This design comes from an exercise in tuning for small area, a short achievable clock period and few clock cycles per item on the open sky130 flow, not from production work.
In this exercise RTL edits were held to simulation tests only and were not proved equivalent to the original.
Power is estimated from default activity; no workload was simulated.

===== flow/config.mk =====
export PLATFORM = sky130hd
export DESIGN_NAME = mini_mips8_instruction_execute
export DESIGN_NICKNAME = mini_mips8_instruction_execute
export VERILOG_FILES = /design/flow/design.v
export SDC_FILE = /design/flow/constraint.sdc
export NUM_CORES = 4
export LEC_CHECK = 0
export CAP_MARGIN = 20
export CORE_MARGIN = 2
export CORE_UTILIZATION = 40
export SLEW_MARGIN = 20

===== flow/constraint.sdc =====
create_clock -name core_clock -period 7.0 [get_ports {clk}]
set_input_delay 1.4000 -clock core_clock [delete_from_list [all_inputs] [get_ports {clk}]]
set_output_delay 1.4000 -clock core_clock [all_outputs]
set_load 0.01 [all_outputs]

===== flow/design.v =====
package mm8_pkg;
  localparam logic [1:0] HOST_EXEC   = 2'd0;
  localparam logic [1:0] HOST_MEM_WR = 2'd1;
  localparam logic [1:0] HOST_MEM_RD = 2'd2;
  localparam logic [1:0] HOST_REG_RD = 2'd3;
  localparam logic [3:0] OPC_RTYPE = 4'd0;
  localparam logic [3:0] OPC_JUMP  = 4'd2;
  localparam logic [3:0] OPC_ADDI  = 4'd4;
  localparam logic [3:0] OPC_BEQ   = 4'd8;
  localparam logic [3:0] OPC_LW    = 4'd11;
  localparam logic [3:0] OPC_SW    = 4'd15;
  localparam logic [2:0] FN_ADD = 3'd0;
  localparam logic [2:0] FN_SUB = 3'd2;
  localparam logic [2:0] FN_AND = 3'd4;
  localparam logic [2:0] FN_OR  = 3'd5;
  function automatic logic [15:0] pack_item(input logic [1:0] op, input logic [15:0] instr,
                                            input logic [7:0] haddr, input logic [7:0] hdata);
    pack_item = (op == HOST_EXEC) ? instr : {haddr[7:4], haddr[2:0], haddr[3], hdata};
  endfunction
  function automatic logic [7:0] item_haddr(input logic [15:0] p);
    item_haddr = {p[15:12], p[8], p[11:9]};
  endfunction
  typedef struct packed {
    logic       rtype;      
    logic       rzero;      
    logic       fn_sub;     
    logic       fn_and;
    logic       fn_or;
    logic       addi;
    logic       lw;
    logic       sw;
    logic       beq;
    logic       jump;
    logic       exec;       
    logic       hmem;       
    logic       mwr;        
    logic       mrd;        
    logic       rrd;        
  } ctl_t;
endpackage
module mm8_exe (
  input  mm8_pkg::ctl_t ctl,
  input  logic [7:0]    a,          
  input  logic [7:0]    b,          
  input  logic [7:0]    imm,        
  output logic          wr,         
  output logic          ovf,
  output logic [7:0]    val,        
  output logic [7:0]    addr,       
  output logic          memwr,
  output logic          taken       
);
  logic       sub, use_imm, addsub;
  logic [7:0] bop, lres;
  logic [8:0] sum;
  assign sub     = (ctl.rtype & ctl.fn_sub) | ctl.beq;
  assign use_imm = ctl.addi | ctl.lw | ctl.sw;
  assign addsub  = ctl.rtype & ~ctl.fn_and & ~ctl.fn_or;
  assign bop     = use_imm ? {{2{imm[5]}}, imm[5:0]} : (sub ? ~b : b);
  assign sum     = {a[7], a} + {bop[7], bop} + {8'd0, sub};
  assign ovf     = (sum[8] ^ sum[7]) & (addsub | use_imm | ctl.beq);
  assign lres    = ctl.fn_and ? (a & b) : (a | b);
  always_comb begin
    val = 8'd0;
    if (ctl.rtype)            val = (ctl.fn_and | ctl.fn_or) ? lres : sum[7:0];
    else if (ctl.addi)        val = sum[7:0];
    else if (ctl.sw | ctl.mwr) val = b;
    else if (ctl.rrd)         val = a;
  end
  assign wr    = (ctl.rtype | ctl.rzero | ctl.addi | ctl.lw) & ~ovf;
  assign addr  = ctl.hmem ? a : sum[7:0];
  assign memwr = ctl.mwr | (ctl.sw & ~ovf);
  assign taken = ctl.beq & (a == b);
endmodule
module mini_mips8_instruction_execute (
  input  logic              clk,
  input  logic              rst_n,
  input  logic              in_valid,
  output logic              in_ready,
  input  logic [1:0]        in_op,
  input  logic [15:0]       in_instr_word,
  input  logic [7:0]        in_host_addr,
  input  logic signed [7:0] in_host_data,
  output logic              out_valid,
  input  logic              out_ready,
  output logic [7:0]        out_next_pc,
  output logic              out_reg_write_done,
  output logic [2:0]        out_reg_dest,
  output logic signed [7:0] out_reg_value,
  output logic              out_mem_write_done,
  output logic              out_alu_overflow,
  output logic signed [7:0] out_read_data
);
  logic rst_r;           
  logic        sk_e;     
  logic [1:0]  sk_op;
  logic [15:0] sk_p;
  logic        r_v;
  logic [1:0]  r_op;
  logic [15:0] r_p;
  logic        e_v;
  mm8_pkg::ctl_t        e_ctl;
  logic [7:0]  e_a, e_b, e_imm;
  logic [2:0]  e_dest;
  logic        e_fma, e_fwa, e_fmb, e_fwb;    
  logic        m_v;
  logic        m_wr, m_load, m_memwr, m_mrd, m_rrd, m_ovf, m_taken, m_jump, m_exec;
  logic [2:0]  m_dest;
  logic [7:0]  m_val, m_addr, m_pcimm;
  logic        o_v, o_wr, o_memwr, o_ovf;
  logic [2:0]  o_dest;
  logic [7:0]  o_val, o_rdata, pc;
  logic [7:0]    rf [8];
  logic [2047:0] dm;
  logic        acc, adv, r_go, r_ld, haz;
  assign adv  = ~o_v | out_ready;
  assign acc  = in_valid & sk_e;
  assign r_go = r_v & adv & ~haz;
  assign r_ld = ~r_v | r_go;
  always_ff @(posedge clk) begin
    rst_r <= ~rst_n;
    if (!rst_n) begin
      sk_e <= 1'b1;
      r_v  <= 1'b0;
      e_v  <= 1'b0;
      m_v  <= 1'b0;
      o_v  <= 1'b0;
      pc   <= 8'd0;
    end else begin
      sk_e <= sk_e ? (r_ld | ~in_valid) : r_ld;
      if (r_ld) r_v <= ~sk_e | in_valid;
      if (adv) begin
        e_v <= r_go;
        m_v <= e_v;
        o_v <= m_v;
        if (m_v && m_exec) begin
          if (m_jump)       pc <= m_pcimm;
          else if (m_taken) pc <= pc + 8'd1 + {{2{m_pcimm[5]}}, m_pcimm[5:0]};
          else              pc <= pc + 8'd1;
        end
      end
    end
  end
  always_ff @(posedge clk) begin
    if (sk_e) begin
      sk_op <= in_op;
      sk_p  <= mm8_pkg::pack_item(in_op, in_instr_word, in_host_addr, in_host_data);
    end
    if (r_ld) begin
      r_op <= sk_e ? in_op : sk_op;
      r_p  <= sk_e ? mm8_pkg::pack_item(in_op, in_instr_word, in_host_addr, in_host_data) : sk_p;
    end
  end
  mm8_pkg::ctl_t       r_ctl;
  logic       r_exec, r_rop, r_rfn, r_usea, r_useb, r_wrc;
  logic [2:0] r_rs, r_rt, r_dest;
  logic [7:0] r_a, r_b;
  assign r_exec = (r_op == mm8_pkg::HOST_EXEC);
  assign r_rop  = r_exec && (r_p[15:12] == mm8_pkg::OPC_RTYPE);
  assign r_rfn  = (r_p[2:0] == mm8_pkg::FN_ADD) || (r_p[2:0] == mm8_pkg::FN_SUB) ||
                  (r_p[2:0] == mm8_pkg::FN_AND) || (r_p[2:0] == mm8_pkg::FN_OR);
  always_comb begin
    r_ctl        = '0;
    r_ctl.rtype  = r_rop & r_rfn;
    r_ctl.rzero  = r_rop & ~r_rfn;
    r_ctl.fn_sub = (r_p[2:0] == mm8_pkg::FN_SUB);
    r_ctl.fn_and = (r_p[2:0] == mm8_pkg::FN_AND);
    r_ctl.fn_or  = (r_p[2:0] == mm8_pkg::FN_OR);
    r_ctl.addi   = r_exec && (r_p[15:12] == mm8_pkg::OPC_ADDI);
    r_ctl.lw     = r_exec && (r_p[15:12] == mm8_pkg::OPC_LW);
    r_ctl.sw     = r_exec && (r_p[15:12] == mm8_pkg::OPC_SW);
    r_ctl.beq    = r_exec && (r_p[15:12] == mm8_pkg::OPC_BEQ);
    r_ctl.jump   = r_exec && (r_p[15:12] == mm8_pkg::OPC_JUMP);
    r_ctl.exec   = r_exec;
    r_ctl.hmem   = (r_op == mm8_pkg::HOST_MEM_WR) || (r_op == mm8_pkg::HOST_MEM_RD);
    r_ctl.mwr    = (r_op == mm8_pkg::HOST_MEM_WR);
    r_ctl.mrd    = (r_op == mm8_pkg::HOST_MEM_RD);
    r_ctl.rrd    = (r_op == mm8_pkg::HOST_REG_RD);
  end
  assign r_rs   = r_p[11:9];
  assign r_rt   = r_p[8:6];
  assign r_dest = r_rop ? r_p[5:3] : r_p[8:6];
  assign r_usea = r_ctl.rtype | r_ctl.addi | r_ctl.lw | r_ctl.sw | r_ctl.beq | r_ctl.rrd;
  assign r_useb = r_ctl.rtype | r_ctl.sw | r_ctl.beq;
  assign r_wrc  = e_ctl.rtype | e_ctl.rzero | e_ctl.addi | e_ctl.lw;
  assign haz = e_v & e_ctl.lw & ((r_usea & (e_dest == r_rs)) | (r_useb & (e_dest == r_rt)));
  assign r_a = r_ctl.hmem ? mm8_pkg::item_haddr(r_p) :
               (o_v & o_wr & (o_dest == r_rs)) ? o_val : rf[r_rs];
  assign r_b = r_ctl.mwr ? r_p[7:0] :
               (o_v & o_wr & (o_dest == r_rt)) ? o_val : rf[r_rt];
  always_ff @(posedge clk) begin
    if (adv) begin
      e_ctl  <= r_ctl;
      e_a    <= r_a;
      e_b    <= r_b;
      e_imm  <= r_p[7:0];
      e_dest <= r_dest;
      e_fma  <= r_usea & e_v & r_wrc & (e_dest == r_rs);
      e_fmb  <= r_useb & e_v & r_wrc & (e_dest == r_rt);
      e_fwa  <= r_usea & m_v & m_wr & (m_dest == r_rs);
      e_fwb  <= r_useb & m_v & m_wr & (m_dest == r_rt);
    end
  end
  logic [7:0] x_a, x_b, x_val, x_addr;
  logic       x_wr, x_ovf, x_memwr, x_taken;
  assign x_a = (e_fma & m_wr) ? m_val : (e_fwa ? o_val : e_a);
  assign x_b = (e_fmb & m_wr) ? m_val : (e_fwb ? o_val : e_b);
  mm8_exe u_exe (
    .ctl   (e_ctl),
    .a     (x_a),
    .b     (x_b),
    .imm   (e_imm),
    .wr    (x_wr),
    .ovf   (x_ovf),
    .val   (x_val),
    .addr  (x_addr),
    .memwr (x_memwr),
    .taken (x_taken)
  );
  always_ff @(posedge clk) begin
    if (adv) begin
      m_wr    <= x_wr;
      m_load  <= e_ctl.lw;
      m_memwr <= x_memwr;
      m_mrd   <= e_ctl.mrd;
      m_rrd   <= e_ctl.rrd;
      m_ovf   <= x_ovf;
      m_taken <= x_taken;
      m_jump  <= e_ctl.jump;
      m_exec  <= e_ctl.exec;
      m_dest  <= e_dest;
      m_val   <= x_val;
      m_addr  <= x_addr;
      m_pcimm <= e_imm;
    end
  end
  logic [7:0] dm_q, dm_wd;
  logic       dm_we;
  assign dm_q  = dm[{m_addr, 3'b000} +: 8];
  assign dm_we = m_v & m_memwr;
  assign dm_wd = rst_r ? 8'd0 : m_val;
  for (genvar i = 0; i < 256; i++) begin : g_dm
    always_ff @(posedge clk) begin
      if (rst_r || (dm_we && (m_addr == 8'(i)))) dm[8*i +: 8] <= dm_wd;
    end
  end
  always_ff @(posedge clk) begin
    if (adv) begin
      o_wr    <= m_wr;
      o_dest  <= m_wr ? m_dest : 3'd0;
      o_val   <= m_wr ? (m_load ? dm_q : m_val) : 8'd0;
      o_memwr <= m_memwr;
      o_ovf   <= m_ovf;
      o_rdata <= m_mrd ? dm_q : (m_rrd ? m_val : 8'd0);
    end
  end
  logic [7:0] rf_wd;
  assign rf_wd = rst_r ? 8'd0 : o_val;
  for (genvar j = 0; j < 8; j++) begin : g_rf
    always_ff @(posedge clk) begin
      if (rst_r || (o_v && o_wr && (o_dest == 3'(j)))) rf[j] <= rf_wd;
    end
  end
  assign in_ready           = sk_e;
  assign out_valid          = o_v;
  assign out_next_pc        = pc;
  assign out_reg_write_done = o_wr;
  assign out_reg_dest       = o_dest;
  assign out_reg_value      = o_val;
  assign out_mem_write_done = o_memwr;
  assign out_alu_overflow   = o_ovf;
  assign out_read_data      = o_rdata;
endmodule

===== flow/run.sh =====
#!/bin/bash
# synth_recipe.tcl (not shown) runs the flow's synth.tcl, then flattens the netlist and writes it again
# the make line also repeats each setting of config.mk as NAME=value (left out here)
make -C /OpenROAD-flow-scripts/flow DESIGN_CONFIG=/design/flow/config.mk WORK_HOME=/design/flow/orfs CLKGATE_MAP_FILE= SYNTH_SCRIPT=/design/flow/synth_recipe.tcl finish

==> run summary, run 1 <==
max-cap viol count=0; crit share post-route=0.746; drt drc=0; largest net degree at the start of global routing=257; Hold Slack=0.420 ns; instance area at placement=0.0958 sq mm; crit path buf inv count=2; CP max-delay cell=edfxtp_1; Remaining Overflow, GRT=0; worst skew pair latency=0.88 ns; drt pass-1 iters=6; Vias/cell=5.88; port bufs=69; Max FO, Critical Path=16; gpl congestion=0.848; Cell variety after synth=67; Layout Nets=4671; fin util=0.456; commonest non-fill, non-tap cell in the layout=edfxtp_1; r2r startpoint=m_addr[0]; max layer used=met4; syn_area_per_cell=20.4 sq um; Main synth FF type=edfxtp_1; total CTS buffers=227; startpoint types=flop; via count=45900; hold crit path type=reg -> reg; Worst EP arrival=5.79 ns; die area=0.232 sq mm; DP HPWL=140000 um; Clk pin slew, worst setup/hold paths=0.06 ns; largest buffer count on any clock path=3; Setup Fix Bufs, Post-CTS=0; Post-CTS Resized=0; type of destination of the critical path=flop; Detail Route Antenna Nets=0; Slew @ Worst Pin=1.17 ns; most frequent cells in the layout=2234 x edfxtp_1, 606 x mux4_2, 267 x a21o_1; Tmin final=5.22 ns; max-slew violation count=0; # clock sinks=2266; Rel. slew slack=0.220; Critical Path, Cell by Cell=buf_4, buf_4, mux4_2, mux4_2, a22oi_1, nand3_1, nor3b_1, mux2i_1; Mapped Cells=4472; H-tree depth=4; Seq/Total Area, Yosys=0.742; Worst Path Class, Setup=reg -> reg; cell family with most CP delay=multiplexers; worst hold start=e_ctl[5]; initial antenna violation count=5; max frequency=192 MHz; final hold violations=0; Post-synth EDFFs=2234; fillers=18800; Leakage=36.4 nW; first-pass GRT wire length=339000 um; Max VDD drop=0.321 mV; status=timing/DRC/antenna clean; syn nets=4548; WP data required=7.57 ns; met2 wire len=109000 um; Die Width=482 um; 1st-iter DRT viols=5781; metal3 WL=20000 um; number of global-route vias before repair=45500; Post-CTS Hold Fix Bufs=0; Synth warnings=3; asr flop ratio synth=0; starting density of the core=0.402; share of layout cells above drive strength 1=0.233; P&R area growth vs syn=13.3%; CTS root buf=clkbuf_16; post-synth design cell area=0.0913 sq mm; Ports=70; P per Cell Area=401 mW/mm^2; Global Route Usage Sum=0.203; WL met1=99800 um; Finish-stage setup viols=0; FF+latch count, synth=2266; crit path launch=m_addr[0]; post-route design area=0.103 sq mm; unrepaired setup endpoints after global routing=false; WL/cell=30.3 um; TritonCTS clock tree=built; Rows=175; CP max stage delay=1.12 ns; final wirelength=236000 um; core area=0.227 sq mm; Worst Clk Skew=0.0718 ns; Die Y=482 um
==> cell type report <==
| class | instances | area [sq um] | share of cell area |
|---|---|---|---|
| Antenna cell | 1 | 2.50 | 0.0000242 |
| Clock buffer | 279 | 5980 | 0.0578 |
| Clock inverter | 143 | 1630 | 0.0158 |
| Inverter | 50 | 198 | 0.00191 |
| Multi-Input combinational cell | 1876 | 22400 | 0.216 |
| Sequential cell | 2266 | 67700 | 0.655 |
| Tap cell | 3009 | 3760 | 0.0364 |
| Timing Repair Buffer | 174 | 1790 | 0.0173 |
==> layer usage <==
layer | global-route usage | up-vias
met5 | 0 | -
met1 | 0.294 | 24500
met2 | 0.312 | 2105
met4 | 0.0615 | 0
li1 | - | 18800
met3 | 0.0402 | 387
==> where the power goes <==
| part | switching, W | internal, W |
|---|---|---|
| Clock | 0.00526 | 0.00712 |
| Sequential | 0.000621 | 0.0170 |
| Combinational | 0.00675 | 0.00479 |
| Total | 0.0126 | 0.0289 |
==> registers in the layout, indices dropped and copies added, names as in the netlist, 15 cells and up <==
register  count
dm         2048
rf           64
r_p          16
sk_p         16
e_ctl        15
==> metrics by stage <==
| step | total power, W | cells | setup WS, ns | TNS, ns |
|---|---|---|---|---|
| detailed placement | 0.0294 | 7373 | 1.88 | 0 |
| global route | 0.0429 | 7797 | 1.67 | 0 |
| global placement | 0.0293 | 7370 | 1.87 | 0 |
| CTS | 0.0418 | 7795 | 1.85 | 0 |
| floorplan | 0.0252 | 4472 | -1.34 | -2750.59 |
| finish | 0.0415 | 7798 | 1.78 | 0 |
==> cell usage after synthesis, drive strengths merged (8+ instances only) <==
cell type  number  area [sq um]
ha             35           438
a211oi         18           135
a22oi          44           330
a21oi          99           495
nor2b          30           188
mux2i         111          1110
and3            8          50.1
nor2          132           495
mux2           21           236
xor2           23           201
inv            48           180
o211ai         13          97.6
o22ai          25           156
clkbuf        147           552
nand2b         10          62.6
edfxtp       2234         67100
nand2         162           608
a221oi         11          96.3
xnor2          21           184
nor3           25           130
mux4          606         13600
buf           133           752
nor4           11          81.3
a21o          267          2000
o21ai          74           370
nand3          28           140
o21bai          9          67.6
dfxtp          32           641
nand4          11          68.8
==> kinds of logic after synthesis <==
family	synth area share
simple gates	0.0220
mux	0.164
fa+ha+maj	0.00545
compound gates	0.0460
flops	0.742
xor+xnor	0.00422
buf+inv	0.0163
==> path summary, 6_finish.rpt <==
kind                end  slack (ns)  cells after the start
max          o_rdata[5]        1.78                      8
min              m_jump        0.42                      0
max reg2reg  o_rdata[5]        1.78                      8
min reg2reg      m_jump        0.42                      0
Testbench counts, summed over its fixed seeds: cycles 20,390, items 20,000.
==> run 2: changes to the inputs <==
--- a/flow/design.v
+++ b/flow/design.v
@@ -239,9 +239,16 @@
   assign dm_q  = dm[{m_addr, 3'b000} +: 8];
   assign dm_we = m_v & m_memwr;
   assign dm_wd = rst_r ? 8'd0 : m_val;
+  logic [15:0] dm_hi, dm_lo;
+  always_comb begin
+    for (int j = 0; j < 16; j++) begin
+      dm_hi[j] = rst_r | (dm_we & (m_addr[7:4] == 4'(j)));
+      dm_lo[j] = rst_r | (m_addr[3:0] == 4'(j));
+    end
+  end
   for (genvar i = 0; i < 256; i++) begin : g_dm
     always_ff @(posedge clk) begin
-      if (rst_r || (dm_we && (m_addr == 8'(i)))) dm[8*i +: 8] <= dm_wd;
+      if (dm_hi[i/16] && dm_lo[i%16]) dm[8*i +: 8] <= dm_wd;
     end
   end
   always_ff @(posedge clk) begin
--- a/flow/config.mk
+++ b/flow/config.mk
@@ -5,7 +5,11 @@
 export SDC_FILE = /design/flow/constraint.sdc
 export NUM_CORES = 4
 export LEC_CHECK = 0
+export ABC_CLOCK_PERIOD_IN_PS = 3000
 export CAP_MARGIN = 20
 export CORE_MARGIN = 2
 export CORE_UTILIZATION = 40
+export CTS_CLUSTER_DIAMETER = 100
+export CTS_CLUSTER_SIZE = 30
+export SETUP_SLACK_MARGIN = 4.0
 export SLEW_MARGIN = 20
==> run summary, run 2 <==
Max VDD drop=0.231 mV (was 0.321 mV); Leakage=34.1 nW (was 36.4 nW); CP max-delay cell=or4_4 (was edfxtp_1); P per Cell Area=387 mW/mm^2 (was 401 mW/mm^2); final hold violations=0 (unchanged); CTS root buf=clkbuf_16 (unchanged); Min-Delay Endpoint=m_pcimm[6] (was m_jump); Detail Route Antenna Nets=0 (unchanged); worst hold start=e_imm[6] (was e_ctl[5]); DP HPWL=151000 um (was 140000 um); Worst Path Class, Setup=reg -> reg (unchanged); Rel. slew slack=0.205 (was 0.220); R2R Path End=o_rdata[3] (was o_rdata[5]); Post-synth EDFFs=2234 (unchanged); # diodes=0 (was 1); status=timing/DRC/antenna clean (unchanged); drt pass-1 iters=5 (was 6); most frequent cells in the layout=2234 x edfxtp_1, 553 x mux4_2, 201 x buf_4 (was 2234 x edfxtp_1, 606 x mux4_2, 267 x a21o_1); Finish-stage setup viols=0 (unchanged); TritonCTS clock tree=built (unchanged); max-cap viol count=0 (unchanged); P&R area growth vs syn=14.8% (was 13.3%); commonest non-fill, non-tap cell in the layout=edfxtp_1 (unchanged); Worst Clk Skew=0.0361 ns (was 0.0718 ns); number of global-route vias before repair=46000 (was 45500); Global Route Usage Sum=0.218 (was 0.203); Post-CTS Hold Fix Bufs=0 (unchanged); first-pass GRT wire length=359000 um (was 339000 um); syn nets=4666 (was 4548); Seq/Total Area, Yosys=0.747 (was 0.742); Die Y=480 um (was 482 um); Rows=174 (was 175); 1st-iter DRT viols=6653 (was 5781); WL/cell=32.6 um (was 30.3 um); largest buffer count on any clock path=3 (unchanged); post-synth design cell area=0.0906 sq mm (was 0.0913 sq mm); largest net degree at the start of global routing=189 (was 257); starting density of the core=0.403 (was 0.402); reg2reg setup slack=3.42 ns (was 1.78 ns); top cells by area, synth=edfxtp_1 74%, mux4_2 14%, mux2i_1 2.1%, nor2_1 1.5%, a21oi_1 0.73% (was edfxtp_1 73%, mux4_2 15%, a21o_1 2.2%, mux2i_1 1.2%, dfxtp_1 0.70%); Ports=70 (unchanged); total CTS buffers=89 (was 227); dpl ws=1.80 ns (was 1.88 ns); drt drc=0 (unchanged); max reg flops=2048 (unchanged); Top Registers=dm x2048, rf x64 (unchanged); Worst EP arrival=4.10 ns (was 5.79 ns); # clock sinks=2266 (unchanged); Mapped Cells=4590 (was 4472); Main synth FF type=edfxtp_1 (unchanged); Max FO, Critical Path=7 (was 16); top cell type by total area after synthesis=edfxtp_1 (unchanged); syn_area_per_cell=19.7 sq um (was 20.4 sq um); asr flop ratio synth=0 (unchanged); Critical Path, Cell by Cell=buf_12, buf_16, buf_16, buf_4, mux4_2, mux2i_4, nor4_1, a41oi_1, o21ai_1, or4_4, nor4_4, mux2i_1 (was buf_4, buf_4, mux4_2, mux4_2, a22oi_1, nand3_1, nor3b_1, mux2i_1); type of destination of the critical path=flop (unchanged); r2r startpoint=m_addr[0] (unchanged); startpoint types=flop (unchanged); WP data required=7.52 ns (was 7.57 ns); WHS Path Cells=0 (unchanged); core area=0.225 sq mm (was 0.227 sq mm); initial antenna violation count=7 (was 5); Slew @ Worst Pin=1.19 ns (was 1.17 ns); max-slew violation count=0 (unchanged); Die Width=480 um (was 482 um); FF+latch count, synth=2266 (unchanged); Clk pin slew, worst setup/hold paths=0.12 ns (was 0.06 ns); share of layout cells above drive strength 1=0.306 (was 0.233); Crit path top cell by count=buf_16; worst skew pair latency=0.80 ns (was 0.88 ns); crit share post-route=0.512 (was 0.746); gpl congestion=0.873 (was 0.848); die area=0.230 sq mm (was 0.232 sq mm); most common cell in the netlist=edfxtp_1 (unchanged); R2R depth=12 (was 8); Synth warnings=3 (unchanged); final wirelength=257000 um (was 236000 um); H-tree depth=3 (was 4); hold crit path type=reg -> reg (unchanged); via count=47500 (was 45900); fin util=0.462 (was 0.456); CP max stage delay=0.61 ns (was 1.12 ns); post-synth top area share=0.740 (was 0.735); Hold Slack=0.431 ns (was 0.420 ns); Vias/cell=6.04 (was 5.88); Most flops, register=dm (unchanged); Pwr Total=0.0403 W (was 0.0415 W); Remaining Overflow, GRT=0 (unchanged); unrepaired setup endpoints after global routing=true (was false); Cell variety after synth=71 (was 67); Worst Setup Slack, final=3.42 ns (was 1.78 ns); Tmin final=3.58 ns (was 5.22 ns); synth cell count leaders=2234 x edfxtp_1, 553 x mux4_2, 374 x nor2_1 (was 2234 x edfxtp_1, 606 x mux4_2, 267 x a21o_1); port bufs=69 (unchanged); Final TNS setup=0 ns (unchanged); Layout Nets=4925 (was 4671); max frequency=279 MHz (was 192 MHz)
[run 2: cell count changes after synthesis, moves of 12 or more]
| cell | change |
|---|---|
| nand3_1 | +14 |
| nor2_1 | +242 |
| a21oi_1 | +34 |
| a21o_1 | -253 |
| mux2i_1 | +80 |
| mux4_2 | -53 |
| clkbuf_1 | -19 |
| nand2_1 | -18 |
| a22oi_1 | +12 |
[run 2: layout make-up]
type,count,area [sq um]
fill,18600,121000
sequential,2266,67800
multi-input combinational,2010,24300
timing repair buffer,433,5520
tap,2992,3740
clock buffer,103,2370
clock inverter,22,236
inverter,49,188
[run 2: per-layer routing]
metal / up-vias / part of all wire / global-route usage
met5: - / 0.00011 / 0
met4: 4 / 0.029 / 0.0630
met3: 337 / 0.093 / 0.0398
li1: 19200 / - / -
met1: 25600 / 0.41 / 0.312
met2: 2349 / 0.47 / 0.344
[run 2: cells by family (layout without fill, tap and decap cells)]
| family | after synthesis | after routing | share of synthesized area |
|---|---|---|---|
| buffers and inverters | 315 | 607 | 0.0161 |
| muxes | 762 | 762 | 0.161 |
| adders and majority gates | 38 | 38 | 0.00549 |
| and+or+nand+nor | 725 | 726 | 0.0356 |
| AOI/OAI and AO/OA | 440 | 440 | 0.0306 |
| xor gates and xnor gates | 44 | 44 | 0.00425 |
| DFF | 2266 | 2266 | 0.747 |
[run 2: worst max path at each step]
stage | from | endpoint | slack, ns | cells after the start
global route | m_addr[0] | o_rdata[1] | 3.38 | 10
global placement | m_addr[1] | o_val[0] | 1.31 | 9
detailed placement | m_addr[0] | o_rdata[1] | 1.80 | 8
floorplan | out_ready | pc[3] | 2.90 | 7
CTS | m_addr[1] | o_rdata[3] | 3.44 | 11
finish | m_addr[0] | o_rdata[3] | 3.42 | 12
[run 2: where the power goes]
part / total [W] / leakage, nW / switching [W] / internal (W)
registers: 0.0176 / 22.2 / 0.000489 / 0.0171
clock network: 0.00669 / 1.28 / 0.00412 / 0.00256
logic: 0.0160 / 10.6 / 0.00927 / 0.00675
[run 2: through the flow]
| step | area, sq um | std cells |
|---|---|---|
| after global placement | 95300 | 7508 |
| after global routing | 104000 | 7875 |
| final | 104000 | 7875 |
| after CTS | 102000 | 7772 |
| after detailed placement | 95400 | 7511 |
| after floorplan | 90800 | 4590 |
[run 2: timing repair]
| item | CTS | global route |
|---|---|---|
| hold endpoints to repair | 0 | 0 |
| setup buffers | 107 | 97 |
| setup endpoints to repair | 2842 | 1748 |
| cloned | 29 | 6 |
| pin swaps | 45 | 85 |
| resized for setup | 693 | 122 |
[run 2: worst max-delay path, delay by kind of cell, from the launching register on]
kind / cells / cell delay (ns)
DFF: 1 / 0.40
buffers and inverters: 4 / 0.63
muxes: 3 / 0.96
AOI/OAI and AO/OA: 2 / 0.36
and+or+nand+nor: 3 / 0.95
Testbench counts of run 2, summed over its fixed seeds: cycles 20,390, items 20,000.
==> run 3: changes to the inputs <==
--- a/flow/design.v
+++ b/flow/design.v
@@ -51,24 +51,45 @@
   output logic          taken       
 );
   logic       sub, use_imm, addsub;
-  logic [7:0] bop, lres;
-  logic [8:0] sum;
+  logic [7:0] bop, lres, sum, p, g;
+  logic [8:0] c;
   assign sub     = (ctl.rtype & ctl.fn_sub) | ctl.beq;
   assign use_imm = ctl.addi | ctl.lw | ctl.sw;
   assign addsub  = ctl.rtype & ~ctl.fn_and & ~ctl.fn_or;
   assign bop     = use_imm ? {{2{imm[5]}}, imm[5:0]} : (sub ? ~b : b);
-  assign sum     = {a[7], a} + {bop[7], bop} + {8'd0, sub};
-  assign ovf     = (sum[8] ^ sum[7]) & (addsub | use_imm | ctl.beq);
-  assign lres    = ctl.fn_and ? (a & b) : (a | b);
+  assign p = a ^ bop;
+  assign g = a & bop;
+  always_comb begin
+    logic [7:0] gg, pp, g1, p1, g2, p2, g4;
+    gg = g;
+    pp = p;
+    gg[0] = g[0] | (p[0] & sub);
+    for (int i = 0; i < 8; i++) begin
+      g1[i] = (i >= 1) ? (gg[i] | (pp[i] & gg[i-1])) : gg[i];
+      p1[i] = (i >= 1) ? (pp[i] & pp[i-1]) : pp[i];
+    end
+    for (int i = 0; i < 8; i++) begin
+      g2[i] = (i >= 2) ? (g1[i] | (p1[i] & g1[i-2])) : g1[i];
+      p2[i] = (i >= 2) ? (p1[i] & p1[i-2]) : p1[i];
+    end
+    for (int i = 0; i < 8; i++) begin
+      g4[i] = (i >= 4) ? (g2[i] | (p2[i] & g2[i-4])) : g2[i];
+    end
+    c[0] = sub;
+    for (int i = 0; i < 8; i++) c[i+1] = g4[i];
+  end
+  assign sum = p ^ c[7:0];
+  assign ovf  = (c[8] ^ c[7]) & (addsub | use_imm | ctl.beq);
+  assign lres = ctl.fn_and ? (a & b) : (a | b);
   always_comb begin
     val = 8'd0;
-    if (ctl.rtype)            val = (ctl.fn_and | ctl.fn_or) ? lres : sum[7:0];
-    else if (ctl.addi)        val = sum[7:0];
+    if (ctl.rtype)             val = (ctl.fn_and | ctl.fn_or) ? lres : sum;
+    else if (ctl.addi)         val = sum;
     else if (ctl.sw | ctl.mwr) val = b;
-    else if (ctl.rrd)         val = a;
+    else if (ctl.rrd)          val = a;
   end
   assign wr    = (ctl.rtype | ctl.rzero | ctl.addi | ctl.lw) & ~ovf;
-  assign addr  = ctl.hmem ? a : sum[7:0];
+  assign addr  = ctl.hmem ? a : sum;
   assign memwr = ctl.mwr | (ctl.sw & ~ovf);
   assign taken = ctl.beq & (a == b);
 endmodule
@@ -106,7 +127,8 @@
   logic        m_v;
   logic        m_wr, m_load, m_memwr, m_mrd, m_rrd, m_ovf, m_taken, m_jump, m_exec;
   logic [2:0]  m_dest;
-  logic [7:0]  m_val, m_addr, m_pcimm;
+  logic [7:0]  m_val, m_pcimm;
+  logic [15:0] m_lo, m_hi;      
   logic        o_v, o_wr, o_memwr, o_ovf;
   logic [2:0]  o_dest;
   logic [7:0]  o_val, o_rdata, pc;
@@ -230,25 +252,33 @@
       m_exec  <= e_ctl.exec;
       m_dest  <= e_dest;
       m_val   <= x_val;
-      m_addr  <= x_addr;
+      m_lo    <= 16'd1 << x_addr[3:0];
+      m_hi    <= 16'd1 << x_addr[7:4];
       m_pcimm <= e_imm;
     end
   end
-  logic [7:0] dm_q, dm_wd;
-  logic       dm_we;
-  assign dm_q  = dm[{m_addr, 3'b000} +: 8];
+  logic [7:0]  dm_q;
+  logic        dm_we;
+  logic [7:0]  dm_grp [16];    
+  logic [15:0] dm_hw, dm_lw;   
+  logic [7:0]  dm_wd [16];     
   assign dm_we = m_v & m_memwr;
-  assign dm_wd = rst_r ? 8'd0 : m_val;
-  logic [15:0] dm_hi, dm_lo;
   always_comb begin
+    dm_q = 8'd0;
     for (int j = 0; j < 16; j++) begin
-      dm_hi[j] = rst_r | (dm_we & (m_addr[7:4] == 4'(j)));
-      dm_lo[j] = rst_r | (m_addr[3:0] == 4'(j));
+      dm_grp[j] = 8'd0;
+      for (int k = 0; k < 16; k++) begin
+        dm_grp[j] = dm_grp[j] | ({8{m_lo[k]}} & dm[8*(16*j+k) +: 8]);
+      end
+      dm_q     = dm_q | ({8{m_hi[j]}} & dm_grp[j]);
+      dm_hw[j] = rst_r | (dm_we & m_hi[j]);
+      dm_lw[j] = rst_r | m_lo[j];
+      dm_wd[j] = m_val & {8{dm_we & m_hi[j] & ~rst_r}};
     end
   end
   for (genvar i = 0; i < 256; i++) begin : g_dm
     always_ff @(posedge clk) begin
-      if (dm_hi[i/16] && dm_lo[i%16]) dm[8*i +: 8] <= dm_wd;
+      if (dm_hw[i/16] && dm_lw[i%16]) dm[8*i +: 8] <= dm_wd[i/16];
     end
   end
   always_ff @(posedge clk) begin
--- a/flow/config.mk
+++ b/flow/config.mk
@@ -5,11 +5,11 @@
 export SDC_FILE = /design/flow/constraint.sdc
 export NUM_CORES = 4
 export LEC_CHECK = 0
-export ABC_CLOCK_PERIOD_IN_PS = 3000
+export ABC_CLOCK_PERIOD_IN_PS = 2500
 export CAP_MARGIN = 20
 export CORE_MARGIN = 2
 export CORE_UTILIZATION = 40
 export CTS_CLUSTER_DIAMETER = 100
 export CTS_CLUSTER_SIZE = 30
-export SETUP_SLACK_MARGIN = 4.0
+export SETUP_SLACK_MARGIN = 4.5
 export SLEW_MARGIN = 20
==> run summary, run 3 <==
Finish-stage setup viols=0 (unchanged); Synth warnings=5 (was 3); share of layout cells above drive strength 1=0.236 (was 0.306); syn_area_per_cell=16.8 sq um (was 19.7 sq um); syn nets=5262 (was 4666); switching power=0.0142 W (was 0.0139 W); reg2reg setup slack=3.42 ns (about the same); most common cell in the netlist=edfxtp_1 (unchanged); Rel. slew slack=0.258 (was 0.205); Clk pwr share=0.174 (was 0.166); WP data required=7.54 ns (was 7.52 ns); post-synth top area share=0.778 (was 0.740); final wirelength=307000 um (was 257000 um); Final TNS setup=0 ns (unchanged); max frequency=279 MHz (about the same); CP max-delay cell=or4_1 (was or4_4); DP HPWL=155000 um (was 151000 um); WHS Path Cells=0 (unchanged); top cells by area, synth=edfxtp_1 78%, a22oi_1 3.6%, a221oi_1 3.3%, a22o_1 3.2%, nor2_1 1.6% (was edfxtp_1 74%, mux4_2 14%, mux2i_1 2.1%, nor2_1 1.5%, a21oi_1 0.73%); status=timing/DRC/antenna clean (unchanged); Post-CTS Hold Fix Bufs=0 (unchanged); Main synth FF type=edfxtp_1 (unchanged); Worst Path Class, Setup=reg -> reg (unchanged); Seq pwr share=0.454 (was 0.437); Clk pin slew, worst setup/hold paths=0.12 ns (about the same); type of destination of the critical path=flop (unchanged); R2R depth=14 (was 12); TritonCTS clock tree=built (unchanged); gpl congestion=0.831 (was 0.873); initial antenna violation count=19 (was 7); Tmin final=3.58 ns (about the same); crit share post-route=0.511 (was 0.512); Top Registers=dm x2048, rf x64 (unchanged); instance area at placement=0.0915 sq mm (was 0.0954 sq mm); commonest non-fill, non-tap cell in the layout=edfxtp_1 (unchanged); worst skew pair latency=0.79 ns (was 0.80 ns); total CTS buffers=88 (was 89); largest net degree at the start of global routing=68 (was 189); Remaining Overflow, GRT=0 (unchanged); r2r startpoint=e_fwb (was m_addr[0]); Post-synth EDFFs=2258 (was 2234); Slew @ Worst Pin=1.11 ns (was 1.19 ns); fin util=0.468 (was 0.462); 1st-iter DRT viols=8584 (was 6653); max reg flops=2048 (unchanged); first-pass GRT wire length=416000 um (was 359000 um); Die Width=471 um (was 480 um); Worst Clk Skew=0.0446 ns (was 0.0361 ns); Seq/Total Area, Yosys=0.785 (was 0.747); startpoint types=flop (unchanged); Rows=171 (was 174); P per Cell Area=370 mW/mm^2 (was 387 mW/mm^2); top cell type by total area after synthesis=edfxtp_1 (unchanged); Max FO, Critical Path=3 (was 7); Global Route Usage Sum=0.268 (was 0.218); drt pass-1 iters=6 (was 5); most frequent cells in the layout=2258 x edfxtp_1, 396 x a22oi_1, 322 x a22o_1 (was 2234 x edfxtp_1, 553 x mux4_2, 201 x buf_4); max-cap viol count=0 (unchanged); CTS root buf=clkbuf_16 (unchanged); Ports=70 (unchanged); Max VDD drop=0.287 mV (was 0.231 mV); post-route design area=0.102 sq mm (was 0.104 sq mm); Cell variety after synth=69 (was 71); # clock sinks=2290 (was 2266); Die Y=471 um (was 480 um); CP max stage delay=0.55 ns (was 0.61 ns); die area=0.222 sq mm (was 0.230 sq mm); R2R Path End=m_wr (was o_rdata[3]); Worst EP arrival=4.12 ns (was 4.10 ns); Int Pwr=0.0234 W (was 0.0264 W); Min-Delay Endpoint=m_pcimm[7] (was m_pcimm[6]); asr flop ratio synth=0 (unchanged); Vias/cell=6.61 (was 6.04); unrepaired setup endpoints after global routing=true (unchanged); WL/cell=36.9 um (was 32.6 um); Critical Path, Cell by Cell=mux2i_1, nand2_1, o21ai_2, xnor2_1, o21ai_2, fa_2, fa_2, a21o_1, a21oi_4, o211ai_1, or4_1, a21o_1, o311a_4, o21a_1 (was buf_12, buf_16, buf_16, buf_4, mux4_2, mux2i_4, nor4_1, a41oi_1, o21ai_1, or4_4, nor4_4, mux2i_1); via count=55100 (was 47500); Mapped Cells=5186 (was 4590); Detail Route Antenna Nets=0 (unchanged); Sw Ratio=0.378 (was 0.345); drt drc=0 (unchanged); final hold violations=0 (unchanged); FF+latch count, synth=2290 (was 2266); post-synth design cell area=0.0871 sq mm (was 0.0906 sq mm); port bufs=69 (unchanged); P&R area growth vs syn=16.6% (was 14.8%); Most flops, register=dm (unchanged); number of global-route vias before repair=51100 (was 46000); Leakage=33.8 nW (was 34.1 nW); Combinational Power Share=0.373 (was 0.398); worst hold start=e_imm[7] (was e_imm[6]); starting density of the core=0.402 (was 0.403); max-slew violation count=0 (unchanged); hold crit path type=reg -> reg (unchanged); H-tree depth=3 (unchanged); Layout Nets=5512 (was 4925); core area=0.217 sq mm (was 0.225 sq mm); synth cell count leaders=2258 x edfxtp_1, 423 x a22oi_1, 375 x nor2_1 (was 2234 x edfxtp_1, 553 x mux4_2, 374 x nor2_1); largest buffer count on any clock path=3 (unchanged)
[run 3: power by group through the flow]
stage	Clock (W)	Combinational, W	Sequential (W)
floorplan	0	0.00509	0.0171
global placement	0	0.00970	0.0175
detailed placement	0	0.00975	0.0175
CTS	0.00653	0.0128	0.0171
global route	0.00694	0.0140	0.0172
finish	0.00653	0.0140	0.0171
[run 3: area by class of cell]
type,instances,area (sq um)
well taps,2854,3570
clock inverters,13,173
flip-flops and latches,2290,68500
repair buffers,521,6440
repair inverters,1,8.76
inverters,50,206
multi-input cells,2484,20400
diodes,29,72.6
fillers,18200,115000
clock buffers,97,2300
[run 3: per-stage QoR]
step | setup WS, ns | hold slack, ns | instances | power (W)
6_report | 3.42 | 0.433 | 8339 | 0.0376
3_3_place_gp | 2.66 | 0.402 | 7858 | 0.0272
3_5_place_dp | 2.66 | 0.412 | 7865 | 0.0273
4_1_cts | 3.48 | 0.438 | 8236 | 0.0364
5_1_grt | 3.32 | 0.442 | 8317 | 0.0382
2_1_floorplan | 3.42 | 0.400 | 5186 | 0.0222
[run 3: what timing repair did]
item	in CTS	in global routing
setup buffers	216	71
resized for setup	936	225
pin swaps	130	134
setup endpoints to repair	4199	2737
gates cloned	45	3
[run 3: kinds of logic (layout without fill, tap and decap cells)]
group           count (synthesis)  count (layout)  synth area share
buf+inv                       413             682            0.0184
compound gates               1377            1377             0.122
mux                            96              96            0.0119
flops                        2290            2290             0.785
fa+ha+maj                      38              38           0.00571
other cells                     0              29                 0
simple gates                  928             929            0.0519
xor+xnor                       44              44           0.00442
[run 3: critical path: cells and delay by family, from the launching register on]
kind            cells  cell delay, ns
xor+xnor            1            0.15
flops               1            0.44
mux                 1            0.20
fa+ha+maj           2            0.74
simple gates        2            0.65
compound gates      8            1.17
[run 3: how the worst max path moves through the flow]
stage,startpoint,to,slack [ns],depth (start not counted)
6_report,e_fwb,m_wr,3.42,14
5_1_grt,e_fwb,m_wr,3.32,14
4_1_cts,e_fwb,m_wr,3.48,14
3_5_place_dp,m_lo[7],o_rdata[2],2.66,9
3_3_place_gp,m_wr,m_wr,2.66,13
2_1_floorplan,e_ctl[9],m_wr,3.42,15
[run 3: routing by layer]
layer | GRT usage | wire, um | up-vias
met5 | 0.00195 | 117 | -
met4 | 0.125 | 16600 | 12
met3 | 0.0785 | 42100 | 769
met2 | 0.404 | 137000 | 4276
met1 | 0.358 | 112000 | 28300
li1 | - | - | 21700
Testbench counts of run 3, summed over its fixed seeds: cycles 20,390, items 20,000.
==> run 4: changes to the inputs <==
--- a/flow/config.mk
+++ b/flow/config.mk
@@ -8,8 +8,9 @@
 export ABC_CLOCK_PERIOD_IN_PS = 2500
 export CAP_MARGIN = 20
 export CORE_MARGIN = 2
-export CORE_UTILIZATION = 40
-export CTS_CLUSTER_DIAMETER = 100
-export CTS_CLUSTER_SIZE = 30
-export SETUP_SLACK_MARGIN = 4.5
+export CORE_UTILIZATION = 65
+export CTS_CLUSTER_DIAMETER = 80
+export CTS_CLUSTER_SIZE = 25
+export PLACE_DENSITY = 0.75
+export SETUP_SLACK_MARGIN = 4.0
 export SLEW_MARGIN = 20
==> run summary, run 4 <==
status=timing/DRC/antenna clean (unchanged); hold crit path type=reg -> reg (unchanged); Placed Cells=6756 (was 7865); reg2reg setup slack=3.45 ns (was 3.42 ns); post-synth top area share=0.778 (unchanged); Vias/cell=8.00 (was 6.61); post-route design area=0.0996 sq mm (was 0.102 sq mm); Detail Route Antenna Nets=0 (unchanged); drt drc=0 (unchanged); Final TNS setup=0 ns (unchanged); synth cell count leaders=2258 x edfxtp_1, 423 x a22oi_1, 375 x nor2_1 (unchanged); Max FO, Critical Path=3 (unchanged); most frequent cells in the layout=2258 x edfxtp_1, 395 x a22oi_1, 322 x a22o_1 (was 2258 x edfxtp_1, 396 x a22oi_1, 322 x a22o_1); Worst Path Class, Setup=reg -> reg (unchanged); share of layout cells above drive strength 1=0.205 (was 0.236); fin util=0.747 (was 0.468); Max VDD drop=0.306 mV (was 0.287 mV); unrepaired setup endpoints after global routing=true (unchanged); post-synth design cell area=0.0871 sq mm (unchanged); TritonCTS clock tree=built (unchanged); Global Route Usage Sum=0.426 (was 0.268); Most flops, register=dm (unchanged); Top Registers=dm x2048, rf x64 (unchanged); syn nets=5262 (unchanged); gpl congestion=0.883 (was 0.831); instance area at placement=0.0897 sq mm (was 0.0915 sq mm); type of destination of the critical path=flop (unchanged); Remaining Overflow, GRT=0 (unchanged); Slew @ Worst Pin=1.14 ns (was 1.11 ns); Rel. slew slack=0.240 (was 0.258); final hold violations=0 (unchanged); Worst EP arrival=4.10 ns (was 4.12 ns); port bufs=69 (unchanged); FF+latch count, synth=2290 (unchanged); max-slew violation count=0 (unchanged); CTS root buf=clkbuf_16 (unchanged); 1st-iter DRT viols=12300 (was 8584); Post-synth EDFFs=2258 (unchanged); Clk pin slew, worst setup/hold paths=0.10 ns (was 0.12 ns); drt pass-1 iters=10 (was 6); initial antenna violation count=26 (was 19); startpoint types=flop (unchanged); starting density of the core=0.654 (was 0.402); fin cells=7237 (was 8339); H-tree depth=3 (unchanged); Leakage=34.0 nW (was 33.8 nW); largest net degree at the start of global routing=133 (was 68); # clock sinks=2290 (unchanged); Rows=134 (was 171); total CTS buffers=103 (was 88); final wirelength=303000 um (was 307000 um); P per Cell Area=387 mW/mm^2 (was 370 mW/mm^2); P&R area growth vs syn=14.3% (was 16.6%); worst hold start=e_ctl[1] (was e_imm[7]); core area=0.133 sq mm (was 0.217 sq mm); max reg flops=2048 (unchanged); asr flop ratio synth=0 (unchanged); Tmin final=3.55 ns (was 3.58 ns); syn_area_per_cell=16.8 sq um (unchanged); number of global-route vias before repair=52900 (was 51100); via count=57900 (was 55100); Finish-stage setup viols=0 (unchanged); most common cell in the netlist=edfxtp_1 (unchanged); largest buffer count on any clock path=3 (unchanged); Main synth FF type=edfxtp_1 (unchanged); top cells by area, synth=edfxtp_1 78%, a22oi_1 3.6%, a221oi_1 3.3%, a22o_1 3.2%, nor2_1 1.6% (unchanged); Mapped Cells=5186 (unchanged); r2r startpoint=o_val[0] (was e_fwb); Seq/Total Area, Yosys=0.785 (unchanged); DP HPWL=141000 um (was 155000 um); first-pass GRT wire length=401000 um (was 416000 um); top cell type by total area after synthesis=edfxtp_1 (unchanged); die area=0.137 sq mm (was 0.222 sq mm); worst skew pair latency=0.81 ns (was 0.79 ns); WP data required=7.54 ns (about the same); max-cap viol count=0 (unchanged); WL/cell=41.9 um (was 36.9 um); Post-CTS Hold Fix Bufs=0 (unchanged); Die Width=370 um (was 471 um); Cell variety after synth=69 (unchanged); Synth warnings=5 (unchanged); commonest non-fill, non-tap cell in the layout=edfxtp_1 (unchanged); Layout Nets=5472 (was 5512); Pwr Total=0.0385 W (was 0.0376 W); Ports=70 (unchanged); Worst Clk Skew=0.0520 ns (was 0.0446 ns); crit path launch=o_val[0] (was e_fwb); crit share post-route=0.507 (was 0.511); max frequency=282 MHz (was 279 MHz); Die Y=370 um (was 471 um)
run 4: cell counts after synthesis:
Identical to the previous run, type by type.
run 4: cell type report:
class,count,area [sq um]
diodes,48,120
well taps,1768,2210
repair buffers,467,6580
clock inverters,15,183
inverters,50,214
clock buffers,115,2670
fillers,7206,33700
flip-flops and latches,2290,68500
multi-input cells,2484,19200
run 4: final timing paths:
path              endpoint  cells past startpoint
setup / recovery      m_wr                     14
hold / removal       m_mrd                      0
setup reg to reg      m_wr                     14
hold reg to reg      m_mrd                      0
run 4: kinds of logic (layout without fill, tap and decap cells):
family                   after synthesis  after routing  synth area share
AO/OA/AOI/OAI                       1377           1377             0.122
XOR/XNOR                              44             44           0.00442
adder cells (fa/ha/maj)               38             38           0.00571
buffers and inverters                413            647            0.0184
flip-flops                          2290           2290             0.785
multiplexers                          96             96            0.0119
other                                  0             48                 0
AND/OR/NAND/NOR                      928            929            0.0519
run 4: metrics by stage:
stage	hold WS (ns)	worst slack (ns)
finish	0.434	3.45
global route	0.440	3.37
CTS	0.430	3.55
detailed placement	0.405	2.73
global placement	0.402	2.75
floorplan	0.400	3.42
run 4: power by group:
part	leakage [nW]	switching (W)	total, W	internal, W
sequential	22.6	0.000623	0.0172	0.0166
clock	1.39	0.00414	0.00693	0.00279
combinational	9.92	0.00975	0.0144	0.00468
total	34.0	0.0145	0.0385	0.0240
run 4: layer usage:
layer	share of wire	GRT usage	vias to the layer above
met5	0.0020	0.00699	-
met4	0.091	0.285	28
met3	0.19	0.205	1716
met2	0.41	0.592	6432
met1	0.30	0.531	28000
li1	-	-	21700
run 4: worst max-delay path, stage by stage, from the launching register on:
cell and delay, ns:
edfxtp_1 0.47, mux2i_1 0.22, nand2_1 0.09, o21ai_2 0.08, xnor2_1 0.14, o21ai_1 0.10, fa_2 0.37, fa_2 0.36
a21o_1 0.18, a21oi_2 0.17, o211ai_1 0.12, or4_1 0.53, a21o_1 0.18, o311a_1 0.13, o21a_1 0.18
run 4: repair_timing:
action,in CTS,in global routing
gates resized for setup,592,245
buffers inserted,149,61
pin swaps,100,95
gates cloned,56,11
endpoints found under the hold margin,0,0
setup endpoints to repair,3228,1753
==> run 5: changes to the inputs <==
--- a/flow/design.v
+++ b/flow/design.v
@@ -42,6 +42,8 @@
   input  mm8_pkg::ctl_t ctl,
   input  logic [7:0]    a,          
   input  logic [7:0]    b,          
+  input  logic [7:0]    bop,        
+  input  logic          sub,        
   input  logic [7:0]    imm,        
   output logic          wr,         
   output logic          ovf,
@@ -50,13 +52,11 @@
   output logic          memwr,
   output logic          taken       
 );
-  logic       sub, use_imm, addsub;
-  logic [7:0] bop, lres, sum, p, g;
+  logic       use_imm, addsub;
+  logic [7:0] lres, sum, p, g;
   logic [8:0] c;
-  assign sub     = (ctl.rtype & ctl.fn_sub) | ctl.beq;
   assign use_imm = ctl.addi | ctl.lw | ctl.sw;
   assign addsub  = ctl.rtype & ~ctl.fn_and & ~ctl.fn_or;
-  assign bop     = use_imm ? {{2{imm[5]}}, imm[5:0]} : (sub ? ~b : b);
   assign p = a ^ bop;
   assign g = a & bop;
   always_comb begin
@@ -122,6 +122,9 @@
   logic        e_v;
   mm8_pkg::ctl_t        e_ctl;
   logic [7:0]  e_a, e_b, e_imm;
+  logic [7:0]  e_bop;         
+  logic        e_sub;         
+  logic        e_fmo, e_fwo;  
   logic [2:0]  e_dest;
   logic        e_fma, e_fwa, e_fmb, e_fwb;    
   logic        m_v;
@@ -210,27 +213,55 @@
                (o_v & o_wr & (o_dest == r_rs)) ? o_val : rf[r_rs];
   assign r_b = r_ctl.mwr ? r_p[7:0] :
                (o_v & o_wr & (o_dest == r_rt)) ? o_val : rf[r_rt];
+  logic       r_sub, r_useo;
+  logic [7:0] r_bop;
+  assign r_sub  = (r_ctl.rtype & r_ctl.fn_sub) | r_ctl.beq;
+  assign r_useo = r_ctl.rtype | r_ctl.beq;
+  assign r_bop = (r_ctl.addi | r_ctl.lw | r_ctl.sw) ? {{2{r_p[5]}}, r_p[5:0]} :
+                 (r_sub ? ~r_b : r_b);
   always_ff @(posedge clk) begin
-    if (adv) begin
+    if (!rst_n) begin
+      e_ctl  <= '0;
+      e_a    <= '0;
+      e_b    <= '0;
+      e_bop  <= '0;
+      e_sub  <= 1'b0;
+      e_fmo  <= 1'b0;
+      e_fwo  <= 1'b0;
+      e_imm  <= '0;
+      e_dest <= '0;
+      e_fma  <= 1'b0;
+      e_fmb  <= 1'b0;
+      e_fwa  <= 1'b0;
+      e_fwb  <= 1'b0;
+    end else if (adv) begin
       e_ctl  <= r_ctl;
       e_a    <= r_a;
       e_b    <= r_b;
+      e_bop  <= r_bop;
+      e_sub  <= r_sub;
       e_imm  <= r_p[7:0];
       e_dest <= r_dest;
       e_fma  <= r_usea & e_v & r_wrc & (e_dest == r_rs);
       e_fmb  <= r_useb & e_v & r_wrc & (e_dest == r_rt);
       e_fwa  <= r_usea & m_v & m_wr & (m_dest == r_rs);
       e_fwb  <= r_useb & m_v & m_wr & (m_dest == r_rt);
+      e_fmo  <= r_useo & e_v & r_wrc & (e_dest == r_rt);
+      e_fwo  <= r_useo & m_v & m_wr & (m_dest == r_rt);
     end
   end
   logic [7:0] x_a, x_b, x_val, x_addr;
   logic       x_wr, x_ovf, x_memwr, x_taken;
   assign x_a = (e_fma & m_wr) ? m_val : (e_fwa ? o_val : e_a);
   assign x_b = (e_fmb & m_wr) ? m_val : (e_fwb ? o_val : e_b);
+  logic [7:0] x_bop;
+  assign x_bop = (e_fmo & m_wr) ? (m_val ^ {8{e_sub}}) : (e_fwo ? (o_val ^ {8{e_sub}}) : e_bop);
   mm8_exe u_exe (
     .ctl   (e_ctl),
     .a     (x_a),
     .b     (x_b),
+    .bop   (x_bop),
+    .sub   (e_sub),
     .imm   (e_imm),
     .wr    (x_wr),
     .ovf   (x_ovf),
@@ -240,7 +271,22 @@
     .taken (x_taken)
   );
   always_ff @(posedge clk) begin
-    if (adv) begin
+    if (!rst_n) begin
+      m_wr    <= 1'b0;
+      m_load  <= 1'b0;
+      m_memwr <= 1'b0;
+      m_mrd   <= 1'b0;
+      m_rrd   <= 1'b0;
+      m_ovf   <= 1'b0;
+      m_taken <= 1'b0;
+      m_jump  <= 1'b0;
+      m_exec  <= 1'b0;
+      m_dest  <= '0;
+      m_val   <= '0;
+      m_lo    <= '0;
+      m_hi    <= '0;
+      m_pcimm <= '0;
+    end else if (adv) begin
       m_wr    <= x_wr;
       m_load  <= e_ctl.lw;
       m_memwr <= x_memwr;
@@ -282,7 +328,14 @@
     end
   end
   always_ff @(posedge clk) begin
-    if (adv) begin
+    if (!rst_n) begin
+      o_wr    <= 1'b0;
+      o_dest  <= '0;
+      o_val   <= '0;
+      o_memwr <= 1'b0;
+      o_ovf   <= 1'b0;
+      o_rdata <= '0;
+    end else if (adv) begin
       o_wr    <= m_wr;
       o_dest  <= m_wr ? m_dest : 3'd0;
       o_val   <= m_wr ? (m_load ? dm_q : m_val) : 8'd0;
--- a/flow/config.mk
+++ b/flow/config.mk
@@ -14,3 +14,4 @@
 export PLACE_DENSITY = 0.75
 export SETUP_SLACK_MARGIN = 4.0
 export SLEW_MARGIN = 20
+export TNS_END_PERCENT = 5
==> run summary, run 5 <==
Max VDD drop=0.310 mV (was 0.306 mV); Layout Nets=5636 (was 5472); P per Cell Area=277 mW/mm^2 (was 387 mW/mm^2); largest buffer count on any clock path=3 (unchanged); # clock sinks=2300 (was 2290); worst skew pair latency=0.80 ns (was 0.81 ns); Global Route Usage Sum=0.400 (was 0.426); WL met1=92300 um (was 91800 um); total CTS buffers=106 (was 103); gpl congestion=0.900 (was 0.883); syn nets=5601 (was 5262); Worst Setup Slack, final=3.68 ns (was 3.45 ns); met2 wire len=125000 um (was 126000 um); Rows=135 (was 134); status=timing/DRC/antenna clean (unchanged); Ports=70 (unchanged); Detail Route Antenna Nets=0 (unchanged); starting density of the core=0.652 (was 0.654); largest net degree at the start of global routing=111 (was 133); synth cell count leaders=2130 x edfxtp_1, 458 x a22oi_1, 406 x nor2_1 (was 2258 x edfxtp_1, 423 x a22oi_1, 375 x nor2_1); Remaining Overflow, GRT=0 (unchanged); CTS root buf=clkbuf_16 (unchanged); initial antenna violation count=23 (was 26); unrepaired setup endpoints after global routing=true (unchanged); Max FO, Critical Path=19 (was 3); top cells by area, synth=edfxtp_1 73%, a22oi_1 3.9%, dfxtp_1 3.9%, a22o_1 3.4%, a221oi_1 3.3% (was edfxtp_1 78%, a22oi_1 3.6%, a221oi_1 3.3%, a22o_1 3.2%, nor2_1 1.6%); startpoint types=flop (unchanged); Synth warnings=5 (unchanged); worst hold start=o_ovf (was e_ctl[1]); Rel. slew slack=0.105 (was 0.240); Slew @ Worst Pin=1.34 ns (was 1.14 ns); Finish-stage setup viols=0 (unchanged); Clk pin slew, worst setup/hold paths=0.09 ns (was 0.10 ns); FF+latch count, synth=2300 (was 2290); DP HPWL=141000 um (about the same); Main synth FF type=edfxtp_1 (unchanged); H-tree depth=3 (unchanged); Post-synth EDFFs=2130 (was 2258); Mapped Cells=5525 (was 5186); via count=57300 (was 57900); Worst Path Class, Setup=reg -> reg (unchanged); Cell variety after synth=74 (was 69); TritonCTS clock tree=built (unchanged); port bufs=69 (unchanged); Hold Slack=0.455 ns (was 0.434 ns); post-synth design cell area=0.0880 sq mm (was 0.0871 sq mm); Worst EP arrival=3.98 ns (was 4.10 ns); metal3 WL=48600 um (was 57600 um); max-cap viol count=0 (unchanged); Leakage=33.7 nW (was 34.0 nW); Die Y=372 um (was 370 um); number of global-route vias before repair=52900 (about the same); Seq/Total Area, Yosys=0.766 (was 0.785); top cell type by total area after synthesis=edfxtp_1 (unchanged); core area=0.135 sq mm (was 0.133 sq mm); most frequent cells in the layout=2130 x edfxtp_1, 427 x a22oi_1, 359 x nor2_1 (was 2258 x edfxtp_1, 395 x a22oi_1, 322 x a22o_1); CP max-delay cell=nand4_1 (was or4_1); P&R area growth vs syn=11.4% (was 14.3%); CP max stage delay=0.61 ns (was 0.53 ns); Tmin final=3.32 ns (was 3.55 ns); crit path launch=m_lo[10] (was o_val[0]); most common cell in the netlist=edfxtp_1 (unchanged); fin util=0.726 (was 0.747); 1st-iter DRT viols=10700 (was 12300); drt drc=0 (unchanged); asr flop ratio synth=0 (unchanged); share of layout cells above drive strength 1=0.135 (was 0.205); Final TNS setup=0 ns (unchanged); drt pass-1 iters=7 (was 10); final hold violations=0 (unchanged); Top Registers=dm x2048, rf x64 (unchanged); crit share post-route=0.475 (was 0.507); Most flops, register=dm (unchanged); max reg flops=2048 (unchanged); Worst Clk Skew=0.0612 ns (was 0.0520 ns); max layer used=met5 (unchanged); Post-CTS Hold Fix Bufs=0 (unchanged); type of destination of the critical path=flop (unchanged); syn_area_per_cell=15.9 sq um (was 16.8 sq um); first-pass GRT wire length=385000 um (was 401000 um); max-slew violation count=0 (unchanged); max frequency=301 MHz (was 282 MHz); hold crit path type=reg -> reg (unchanged); r2r startpoint=m_lo[10] (was o_val[0]); commonest non-fill, non-tap cell in the layout=edfxtp_1 (unchanged); Crit path top cell by count=nand4_1; Die Width=372 um (was 370 um); post-synth top area share=0.727 (was 0.778); cell family with most CP delay=simple AND/OR/NAND/NOR gates (was compound AO/OA/AOI/OAI gates); dpl ws=2.65 ns (was 2.73 ns); Critical Path, Cell by Cell=buf_16, a22o_1, a221oi_1, nand4_1, a22oi_2, nand4_1, or3_4, a21o_1 (was mux2i_1, nand2_1, o21ai_2, xnor2_1, o21ai_1, fa_2, fa_2, a21o_1, a21oi_2, o211ai_1, or4_1, a21o_1, o311a_1, o21a_1); WL/cell=38.5 um (was 41.9 um); final wirelength=286000 um (was 303000 um); WP data required=7.65 ns (was 7.54 ns); Vias/cell=7.73 (was 8.00); crit path buf inv count=1 (was 0); die area=0.138 sq mm (was 0.137 sq mm)
==> run 5: changes by cell type after synthesis, sizes merged, moves of 13 or more <==
cell | before | now
nand2 | 102 | 155
a22o | 322 | 344
dfxtp | 32 | 170
inv | 50 | 36
nand3 | 83 | 96
edfxtp | 2258 | 2130
buf | 100 | 113
clkbuf | 263 | 309
a21o | 11 | 24
nor2 | 375 | 406
a22oi | 423 | 458
mux2i | 69 | 51
a21oi | 86 | 142
==> run 5: routing by layer <==
layer  GRT usage  up-vias
met5      0.0129        -
met4       0.237       20
met3       0.144     1188
met2       0.583     5536
met1       0.520    28100
li1            -    22500
==> run 5: timing repair <==
item,CTS,global route
gates cloned,20,19
resized for setup,249,205
setup endpoints to repair,3725,932
endpoints found under the hold margin,0,0
setup buffers,93,45
pin swaps,51,124
==> run 5: worst min-delay path: stages, from the launching register on <==
cell     delay, ns
dfxtp_1       0.32
nand2_1       0.05
a21oi_1       0.05
==> run 5: logic make-up after synthesis <==
group	after synthesis	share of synthesized area
flip-flops	2300	0.766
AO/OA/AOI/OAI	1541	0.134
AND/OR/NAND/NOR	1063	0.0586
buffers and inverters	459	0.0204
multiplexers	87	0.0120
adder cells (fa/ha/maj)	38	0.00566
XOR/XNOR	37	0.00368
==> run 5: per-stage QoR <==
step	area, sq um	total power (W)	instances
2_1_floorplan	88000	0.0179	5525
3_3_place_gp	90200	0.0193	7031
3_5_place_dp	90300	0.0193	7037
4_1_cts	95900	0.0265	7293
5_1_grt	98000	0.0276	7387
6_report	98000	0.0272	7414
==> run 5: final timing paths <==
check | slack (ns) | end | depth (start not counted)
setup / recovery | 3.68 | o_rdata[3] | 8
hold / removal | 0.46 | o_ovf | 2
setup reg to reg | 3.68 | o_rdata[3] | 8
hold reg to reg | 0.46 | o_ovf | 2
==> run 5: where the power goes <==
part,total [W],leakage [nW],switching [W],internal (W)
sequential,0.0159,22.5,0.000330,0.0156
clock,0.00707,1.48,0.00415,0.00291
combinational,0.00417,9.64,0.00289,0.00128
total,0.0272,33.7,0.00738,0.0198
==> run 5: cell type report <==
class / instances / area [sq um]
clock inverters: 21 / 253
clock buffers: 122 / 2790
fillers: 7903 / 36900
diodes: 38 / 95.1
flip-flops and latches: 2300 / 67500
repair buffers: 345 / 4710
inverters: 37 / 145
multi-input cells: 2770 / 20300
well taps: 1781 / 2230
Testbench counts of run 5, summed over its fixed seeds: cycles 20,390, items 20,000.
==> run 6: changes to the inputs <==
==> flow/flow/run.sh (new file) <==
#!/bin/bash
# The standard layout with two changes:
# - synthesis leaves adders to abc: ADDER_MAP_FILE is emptied so Yosys does not box full and
#   half adders, which hides their delay from abc's mapping. Registers, their names and types
#   are those of the standard synthesis.
# - every input and output port still gets its own buffer, a buf_4 rather than the delay cell
#   buffer_ports picks by default.
set -euo pipefail
bash standard.sh ADDER_MAP_FILE= "BUFFER_PORTS_ARGS=-buffer_cell sky130_fd_sc_hd__buf_4" finish > orfs_make.log 2>&1
==> flow/standard.sh (new file) <==
#!/bin/bash
# synth_recipe.tcl (not shown) runs the flow's synth.tcl, then flattens the netlist and writes it again
# the make line also repeats each setting of config.mk as NAME=value (left out here)
make -C /OpenROAD-flow-scripts/flow DESIGN_CONFIG=/design/flow/config.mk WORK_HOME=/design/flow/orfs CLKGATE_MAP_FILE= SYNTH_SCRIPT=/design/flow/synth_recipe.tcl "${@:-finish}"
removed: flow/run.sh
==> run summary, run 6 <==
max frequency=289 MHz (was 301 MHz); DP HPWL=147000 um (was 141000 um); CTS root buf=clkbuf_16 (unchanged); most common cell in the netlist=edfxtp_1 (unchanged); Mapped Cells=5583 (was 5525); Critical Path, Cell by Cell=buf_12, buf_16, buf_12, buf_4, a221oi_1, nand4_1, a22oi_1, nand4_1, a221o_1, o21ai_2, nor2_1 (was buf_16, a22o_1, a221oi_1, nand4_1, a22oi_2, nand4_1, or3_4, a21o_1); Max FO, Critical Path=9 (was 19); Finish-stage setup viols=0 (unchanged); final hold violations=0 (unchanged); Worst EP arrival=4.13 ns (was 3.98 ns); via count=58700 (was 57300); H-tree depth=3 (unchanged); asr flop ratio synth=0 (unchanged); WL/cell=38.9 um (was 38.5 um); Synth warnings=5 (unchanged); Detail Route Antenna Nets=0 (unchanged); worst skew pair latency=0.79 ns (was 0.80 ns); max-cap viol count=0 (unchanged); Clk pwr share=0.262 (was 0.260); post-synth top area share=0.728 (was 0.727); crit path launch=m_lo[5] (was m_lo[10]); first-pass GRT wire length=398000 um (was 385000 um); initial antenna violation count=22 (was 23); commonest non-fill, non-tap cell in the layout=edfxtp_1 (unchanged); gpl congestion=0.878 (was 0.900); crit share post-route=0.495 (was 0.475); FF+latch count, synth=2300 (unchanged); starting density of the core=0.657 (was 0.652); Combinational Power Share=0.164 (was 0.154); Die Width=372 um (about the same); cell family with most CP delay=compound AO/OA/AOI/OAI gates (was simple AND/OR/NAND/NOR gates); status=timing/DRC/antenna clean (unchanged); Post-CTS Hold Fix Bufs=0 (unchanged); Clk pin slew, worst setup/hold paths=0.10 ns (was 0.09 ns); Rel. slew slack=0.0431 (was 0.105); largest net degree at the start of global routing=85 (was 111); Worst Path Class, Setup=reg -> reg (unchanged); Main synth FF type=edfxtp_1 (unchanged); reg2reg setup slack=3.53 ns (was 3.68 ns); hold crit path type=reg -> reg (unchanged); Vias/cell=7.83 (was 7.73); top cell type by total area after synthesis=edfxtp_1 (unchanged); Seq/Total Area, Yosys=0.767 (was 0.766); port bufs=69 (unchanged); max reg flops=2048 (unchanged); # clock sinks=2300 (unchanged); CP Capture Point=o_rdata[0] (was o_rdata[3]); dpl ws=2.44 ns (was 2.65 ns); fin util=0.735 (was 0.726)
==> run 6: changes by cell type in the layout (fill, tap and decap cells not counted), sizes merged, moves of 24 or more <==
cell           before  now
buf               247  348
nor2              407  458
a22oi             458  413
clkdlybuf4s50      45    0
ha                 35    0
nand2             155  182
xnor2              14   38
==> run 6: stage by stage <==
stage	hold WS [ns]	instance area, sq um	cells	total power (W)
final	0.461	98300	7502	0.0278
after global routing	0.480	98200	7472	0.0282
after CTS	0.460	96700	7399	0.0272
after detailed placement	0.446	89900	7071	0.0195
after global placement	0.440	89900	7070	0.0195
after floorplan	0.427	87900	5583	0.0180
==> run 6: final cells by class <==
class	instances	area, sq um
diodes	39	97.6
clock buffers	153	2940
flip-flops and latches	2300	67500
repair buffers	370	4860
well taps	1768	2210
clock inverters	22	295
inverters	19	76.3
multi-input cells	2831	20300
fillers	7665	35500
==> run 6: metal layers <==
layer | GRT usage | share of wire
met1 | 0.538 | 0.31
met2 | 0.589 | 0.43
met3 | 0.160 | 0.18
met4 | 0.261 | 0.079
met5 | 0 | 0.00067
==> run 6: tightest hold or removal path: stages (launching register included) <==
cell and delay (ns):
dfxtp_1 0.32, nand2_1 0.05, a21oi_1 0.05
==> run 6: power groups by stage <==
| stage | combinational, W | sequential, W | clock (W) |
|---|---|---|---|
| floorplan | 0.00190 | 0.0161 | 0 |
| global placement | 0.00312 | 0.0163 | 0 |
| detailed placement | 0.00316 | 0.0164 | 0 |
| CTS | 0.00402 | 0.0159 | 0.00720 |
| global route | 0.00452 | 0.0160 | 0.00769 |
| finish | 0.00455 | 0.0160 | 0.00730 |
==> run 6: logic make-up (layout without fill, tap and decap cells) <==
family | after synthesis | count (layout) | synth area share
and+or+nand+nor | 1123 | 1124 | 0.0605
DFF | 2300 | 2300 | 0.767
xor gates and xnor gates | 59 | 59 | 0.00605
other | 0 | 39 | 0
AOI/OAI and AO/OA | 1554 | 1554 | 0.136
muxes | 84 | 84 | 0.0105
adders and majority gates | 10 | 10 | 0.00114
buffers and inverters | 453 | 564 | 0.0197
==> run 6: how the worst min path moves through the flow <==
stage	start	to	cells past startpoint
2_1_floorplan	m_pcimm[7]	m_pcimm[7]	2
3_3_place_gp	e_ctl[5]	e_ctl[5]	2
3_5_place_dp	e_imm[4]	e_imm[4]	2
4_1_cts	e_imm[4]	e_imm[4]	2
5_1_grt	e_imm[4]	e_imm[4]	2
6_report	e_imm[4]	e_imm[4]	2
==> run 6: repair_timing <==
item,4_1_cts,5_1_grt
pin swaps,96,73
cloned,25,4
buffers inserted,128,42
setup endpoints to repair,2806,3358
gates resized for setup,328,155

Check on run 6: ideal ports give 3.535 ns setup slack; a clkbuf_16 on the clock port and buf_2 on the inputs give 3.535 ns; moving port delays by the midpoint clock arrival (0.854 ns) as well gives 3.172 ns.
